Background: an optimization exercise with open tools, aiming at small area. Do not read the settings as production practice.
Where RTL was checked, it was by simulation tests only, not by an equivalence proof against the original.
Power and IR drop assume default switching activity.

Setup of v28:
## motion_tracker_top
module motion_tracker_top (
    input  wire logic        clk_65mhz,
    input  wire logic        reset_8frame_delta_values,
    input  wire logic [29:0] pixel,
    input  wire logic        frame_end,
    output logic             gesture_valid,
    output logic [1:0]       p1_gesture,
    output logic [1:0]       p2_gesture,
    output logic [27:0]      p1_motion,
    output logic [27:0]      p2_motion
);
Settings: LEC_CHECK=0, CAP_MARGIN=20, CORE_MARGIN=2, CORE_UTILIZATION=40, SLEW_MARGIN=20; clock period 7.0 ns.
run.sh (not shown) runs the stock make flow with config.mk's settings and CLKGATE_MAP_FILE= SYNTH_SCRIPT=/design/flow/synth_recipe.tcl, a recipe that flattens the netlist after the stock synthesis.
Edits applied to the flow inputs when going from v28 to v16:
Settings: putting CTS_CLUSTER_DIAMETER at 80 where nothing was set; putting CTS_CLUSTER_SIZE at 30 where nothing was set.
[summary]
Compared with v28, v16 degrades setup slack of the critical path after layout. v28 has higher power density over the cells than v16. NOTE detailed router's first-iteration violation count v28->v16 increased slightly. After detailed routing, v28 needs more wire than v16.
Input-level comparison between v3 and v16:
Settings: CTS_CLUSTER_DIAMETER now 60, was 80; CTS_CLUSTER_SIZE now 40, was 30.
Results
From v16 to v3 the numbers moved as follows: portion of the clock cycle consumed by the worst path in the final layout shows no meaningful change; maximum VDD drop shows an increase of about 26%; utilization after layout shows an increase of 1.0 points. Tightest slew margin relative to the limit of v16 is on par with v3. | clock power | v3 vs v16 | 35% higher |. Taking v16 as the reference, in v3 combinational share of power decreased by 1.5 points relative to the old numbers, worst reg-to-reg setup slack barely changed, setup slack climbed 6.8 ps. Routed wire length in v3 is 270 um above v16. Total power: v3 above v16. v3: clock power share is 6.6 points higher than what v16 reported.
Function was not checked in any run of this note: the RTL went through the layout flow alone.

* * *

The RTL this note starts from:
==> flow/design.v <==
`default_nettype none
package motion_pkg;
    localparam int FRAME_WIDTH  = 320;
    localparam int FRAME_HEIGHT = 240;
    localparam int P1_RED_MIN = 11;
    localparam int P1_GB_MAX  = 2;
    localparam int P2_WHITE_MIN = 13;
    localparam int DIV_CYCLES = 24;
    localparam int DIV_CNT_W  = $clog2(DIV_CYCLES);
    localparam int WINDOW_UPDATES = 8;
    localparam int WIN_CNT_W      = $clog2(WINDOW_UPDATES);
    localparam int PUNCH_DX_MIN = 'h40;
    localparam int PUNCH_DY_MAX = 'h30;
    localparam int KICK_DY_MIN  = 'h40;
    localparam int KICK_DX_MAX  = 'h30;
    localparam logic [1:0] DIV_IDLE = 2'd0;
    localparam logic [1:0] DIV_RUN  = 2'd1;
    localparam logic [1:0] DIV_DONE = 2'd2;
endpackage
`default_nettype wire
`timescale 1ns/1ps
`default_nettype none
module motion_tracker_top (
    input  wire logic        clk_65mhz,
    input  wire logic        reset_8frame_delta_values,
    input  wire logic [29:0] pixel,
    input  wire logic        frame_end,
    output logic             gesture_valid,
    output logic [1:0]       p1_gesture,
    output logic [1:0]       p2_gesture,
    output logic [27:0]      p1_motion,
    output logic [27:0]      p2_motion
);
    function automatic logic [24:0] radd24(input logic [23:0] a, input logic [23:0] b,
                                           input logic ci);
        logic [24:0] r;
        logic        c;
        c = ci;
        for (int i = 0; i < 24; i++) begin
            r[i] = a[i] ^ b[i] ^ c;
            c    = (a[i] & b[i]) | (a[i] & c) | (b[i] & c);
        end
        r[24] = c;
        radd24 = r;
    endfunction
    wire rst = reset_8frame_delta_values;
    wire fe  = frame_end;
    wire [3:0] pr = pixel[11:8];
    wire [3:0] pg = pixel[7:4];
    wire [3:0] pb = pixel[3:0];
    wire       take = pixel[29] & ~fe & ~rst;
    wire       is1  = take & (pr > 4'd11) & (pg < 4'd2) & (pb < 4'd2);
    wire       is2  = take & (pr > 4'd13) & (pg > 4'd13) & (pb > 4'd13);
    wire [8:0] mx   = 9'd319 - pixel[28:20];
    wire [7:0] my   = pixel[19:12];
    wire       clr  = rst | fe;
    logic [15:0] n1, n2;
    logic [6:0]  s1, s2;
    logic [6:0]  k;         
    wire         act  = (k != 7'd0);
    wire         mrg  = (k == 7'd82);
    wire [15:0]  nb1  = mrg ? {9'd0, s1} : n1;
    wire [15:0]  nb2  = mrg ? {9'd0, s2} : n2;
    logic [23:0] sx1, sy1, sx2, sy2;
    logic        cx1, cy1, cx2, cy2;
    wire [24:0] ax1 = radd24({15'd0, sx1[8:0]}, {15'd0, mx & {9{is1}}}, 1'b0);
    wire [24:0] ay1 = radd24({16'd0, sy1[7:0]}, {16'd0, my & {8{is1}}}, 1'b0);
    wire [24:0] ax2 = radd24({15'd0, sx2[8:0]}, {15'd0, mx & {9{is2}}}, 1'b0);
    wire [24:0] ay2 = radd24({16'd0, sy2[7:0]}, {16'd0, my & {8{is2}}}, 1'b0);
    wire [24:0] hx1 = radd24({9'd0, sx1[23:9]}, 24'd0, cx1);
    wire [24:0] hy1 = radd24({8'd0, sy1[23:8]}, 24'd0, cy1);
    wire [24:0] hx2 = radd24({9'd0, sx2[23:9]}, 24'd0, cx2);
    wire [24:0] hy2 = radd24({8'd0, sy2[23:8]}, 24'd0, cy2);
    wire [23:0] fx1 = {hx1[14:0], sx1[8:0]};
    wire [23:0] fy1 = {hy1[15:0], sy1[7:0]};
    wire [23:0] fx2 = {hx2[14:0], sx2[8:0]};
    wire [23:0] fy2 = {hy2[15:0], sy2[7:0]};
    always_ff @(posedge clk_65mhz) begin
        n1  <= 16'(radd24({8'd0, nb1 & {16{~rst}}}, 24'd0, is1 & (mrg | ~act)));
        n2  <= 16'(radd24({8'd0, nb2 & {16{~rst}}}, 24'd0, is2 & (mrg | ~act)));
        s1  <= 7'(radd24({17'd0, s1 & {7{act & ~mrg}}}, 24'd0, is1 & act & ~mrg));
        s2  <= 7'(radd24({17'd0, s2 & {7{act & ~mrg}}}, 24'd0, is2 & act & ~mrg));
        sx1 <= {hx1[14:0], ax1[8:0]} & {24{~clr}};
        sy1 <= {hy1[15:0], ay1[7:0]} & {24{~clr}};
        sx2 <= {hx2[14:0], ax2[8:0]} & {24{~clr}};
        sy2 <= {hy2[15:0], ay2[7:0]} & {24{~clr}};
        cx1 <= ax1[9] & ~clr;
        cy1 <= ay1[8] & ~clr;
        cx2 <= ax2[9] & ~clr;
        cy2 <= ay2[8] & ~clr;
    end
    logic [80:0] chain;
    logic [15:0] rem;
    wire  [8:0]  quo = chain[8:0];    
    logic [2:0]  wcnt;      
    always_ff @(posedge clk_65mhz) begin
        chain <= fe ? {fx1[8:0], fy1, fx2, fy2} : {chain[79:0], ge};
    end
    logic den2;             
    logic proc;             
    logic out_ld;           
    wire [15:0] den   = den2 ? n2 : n1;
    wire [16:0] trial = {proc ? 16'd0 : rem, chain[80]};    
    wire [24:0] dlo   = radd24({12'd0, trial[11:0]}, {12'hfff, ~den[11:0]}, 1'b1);
    wire [24:0] dh0   = radd24({19'd0, trial[16:12]}, {19'h7ffff, 1'b1, ~den[15:12]}, 1'b0);
    wire [24:0] dh1   = radd24({19'd0, trial[16:12]}, {19'h7ffff, 1'b1, ~den[15:12]}, 1'b1);
    wire        c9    = dlo[24];
    wire [4:0]  dhi   = c9 ? dh1[4:0] : dh0[4:0];
    wire        ge    = c9 ? dh1[24] : dh0[24];
    wire [16:0] diff  = {dhi, dlo[11:0]};
    always_ff @(posedge clk_65mhz) begin
        rem <= fe ? {1'b0, fx1[23:9]} : (ge ? diff[15:0] : trial[15:0]);
        if (rst)
            k <= '0;
        else if (fe)
            k <= 7'd1;
        else if (k == 7'd82)
            k <= '0;
        else if (k != 7'd0)
            k <= k + 7'd1;
        den2   <= ~fe & (k >= 7'd33);
        proc   <= ~rst & ~fe & ((k == 7'd9) | (k == 7'd33) | (k == 7'd57) | (k == 7'd81));
        out_ld <= ~rst & ~fe & (k == 7'd81) & (wcnt == 3'd0);
    end
    logic [8:0] lr [4];     
    logic [9:0] sr [4];     
    logic [3:0] hr;         
    logic       gv;
    logic [9:0] ox1, ox2;
    logic [8:0] oy1, oy2;
    wire       win_end  = (wcnt == 3'd0);
    wire       win_first = (wcnt == 3'd1);
    wire       h        = hr[0];
    wire       pres     = ~&quo;
    wire [8:0] newl     = pres ? quo : lr[0];
    wire [24:0] dvs     = radd24({15'd0, newl}, {15'h7fff, ~sr[0][8:0]}, 1'b1);
    wire [9:0] dv       = {~dvs[24], dvs[8:0]};
    wire [24:0] lts     = radd24({15'd0, quo}, {15'h7fff, ~lr[0]}, 1'b1);
    wire       lt       = ~lts[24];
    logic [8:0] low_any;
    always_comb begin
        low_any[0] = 1'b0;
        for (int i = 1; i < 9; i++) low_any[i] = low_any[i-1] | dv[i-1];
    end
    wire [8:0] mag      = dv[8:0] ^ ({9{dv[9]}} & low_any);
    wire       neg      = dv[9] | ((dv == 10'd0) & pres & lt);
    wire [9:0] res      = h ? {neg, mag} : 10'd0;
    wire [9:0] stv      = !h ? {1'b0, quo} : (win_first ? {1'b0, lr[0]} : sr[0]);
    wire [9:0] snew     = win_end ? res : stv;
    always_ff @(posedge clk_65mhz) begin
        if (rst)
            wcnt <= '0;
        else if (fe)
            wcnt <= wcnt + 3'd1;
        if (proc) begin
            lr[0] <= lr[1];
            lr[1] <= lr[2];
            lr[2] <= lr[3];
            lr[3] <= newl;
            sr[0] <= sr[1];
            sr[1] <= sr[2];
            sr[2] <= sr[3];
            sr[3] <= snew;
        end
        if (rst)
            hr <= '0;
        else if (proc)
            hr <= {h | pres, hr[3:1]};
        gv <= out_ld & ~rst;
        if (rst) begin
            ox1 <= '0;
            oy1 <= '0;
            ox2 <= '0;
            oy2 <= '0;
        end else if (out_ld) begin
            ox1 <= sr[1];
            oy1 <= {sr[2][9], sr[2][7:0]};
            ox2 <= sr[3];
            oy2 <= {snew[9], snew[7:0]};
        end
    end
    function automatic logic [1:0] classify(input logic [8:0] mx_, input logic [7:0] my_);
        logic [1:0] g;
        g[1] = (mx_ > 9'h40) && (my_ < 8'h30);
        g[0] = (my_ > 8'h40) && (mx_ < 9'h30);
        classify = g;
    endfunction
    assign gesture_valid = gv;
    assign p1_motion     = {ox1[9], 4'd0, ox1[8:0], oy1[8], 5'd0, oy1[7:0]};
    assign p2_motion     = {ox2[9], 4'd0, ox2[8:0], oy2[8], 5'd0, oy2[7:0]};
    assign p1_gesture    = classify(ox1[8:0], oy1[7:0]);
    assign p2_gesture    = classify(ox2[8:0], oy2[7:0]);
endmodule
`default_nettype wire
==> flow/config.mk <==
export PLATFORM = sky130hd
export DESIGN_NAME = motion_tracker_top
export DESIGN_NICKNAME = motion_tracker_top
export VERILOG_FILES = /design/flow/design.v
export SDC_FILE = /design/flow/constraint.sdc
export NUM_CORES = 4
export LEC_CHECK = 0
export ABC_AREA = 1
export CAP_MARGIN = 20
export CORE_MARGIN = 2
export CORE_UTILIZATION = 40
export SLEW_MARGIN = 20
==> flow/constraint.sdc <==
create_clock -name core_clock -period 7.0 [get_ports {clk_65mhz}]
set_input_delay 1.4000 -clock core_clock [delete_from_list [all_inputs] [get_ports {clk_65mhz}]]
set_output_delay 1.4000 -clock core_clock [all_outputs]
set_load 0.01 [all_outputs]
standard.sh (not shown) runs the stock make flow with config.mk's settings and CLKGATE_MAP_FILE= SYNTH_SCRIPT=/design/flow/synth_recipe.tcl, a recipe that flattens the netlist after the stock synthesis.
==> flow/flow/run.sh <==
#!/bin/bash
set -e
export CTS_ARGS="-sink_clustering_enable -repair_clock_nets -sink_clustering_size 22 -sink_clustering_max_diameter 65 -dont_use_dummy_load -buf_list {sky130_fd_sc_hd__clkbuf_8}"
export BUFFER_PORTS_ARGS="-buffer_cell sky130_fd_sc_hd__buf_1"
export SKIP_REPAIR_TIE_FANOUT=1
bash standard.sh > standard.log 2>&1
The starting point finished with timing, DRC and antenna clean.
==> next run, changes <==
==> flow/flow/run.sh (replaced) <==
#!/bin/bash
set -e
export CTS_ARGS="-sink_clustering_enable -repair_clock_nets -sink_clustering_size 18 -sink_clustering_max_diameter 70 -dont_use_dummy_load -buf_list {sky130_fd_sc_hd__clkbuf_8}"
export BUFFER_PORTS_ARGS="-buffer_cell sky130_fd_sc_hd__buf_1"
export SKIP_REPAIR_TIE_FANOUT=1
bash standard.sh > standard.log 2>&1
- CORE_UTILIZATION: 40 -> 75
After rerunning: Final cell count shrinks by about 11%. Clock skew shrinks by 88 ps. Via count grows by 1.3%.
==> next run, changes <==
- CORE_UTILIZATION: 75 -> 40
Effect: The changed run went through all stages and came out clean; count of clock-buffer cells in the layout came out higher by 3; wire length climbs by 4.1%; area after synthesis is unchanged; clock skew is higher by 64 ps; via count goes down by 1.7%; design area increases by 2.0%; global-route usage drops by 11 points.
==> next run, changes <==
- CORE_UTILIZATION: 40 -> 60
Design area shrinks by 1.5%.
Routed wire length decreases by 3.3%.
Hold slack gains 21 ps.
Via count rose by 1.9%.

==> afterwards: timing with drivers on the ports <==
The flow's constraints put no driver on any port. The routed layouts listed below were extracted and timed again, unchanged, in two steps. Step 1 sets driving cells, clkbuf_16 on the clock port and buf_2 on the other inputs (assumed; they add their load-dependent delay and slew). Step 2, shift: input delay + t, output delay - t, t = (earliest + latest rising clock arrival at the registers) / 2. This alone moves slack from input paths to output paths. Three values: ideal ports, drivers, drivers and shift; two values: the first two.
run	t, ns	setup WS [ns]	worst setup path at the end
v28	0.603	0.627 / 0.627 / 0.594	input to register
v16	0.589	0.615 / 0.615 / 0.615	register to register
v3	0.644	0.622 / 0.622 / 0.622	register to register
the first run of note 2	0.629	0.748 / 0.748 / 0.748	register to register
the second run of note 2	0.609	0.785 / 0.785 / 0.785	register to register
the third run of note 2	0.623	0.746 / 0.746 / 0.746	register to register
the fourth run of note 2	0.599	0.635 / 0.635 / 0.635	register to register
After both steps every run listed still meets setup and hold. The setup slack of v28, which loses most, moves by 0.000 ns with the drivers and by -0.033 ns with both steps.
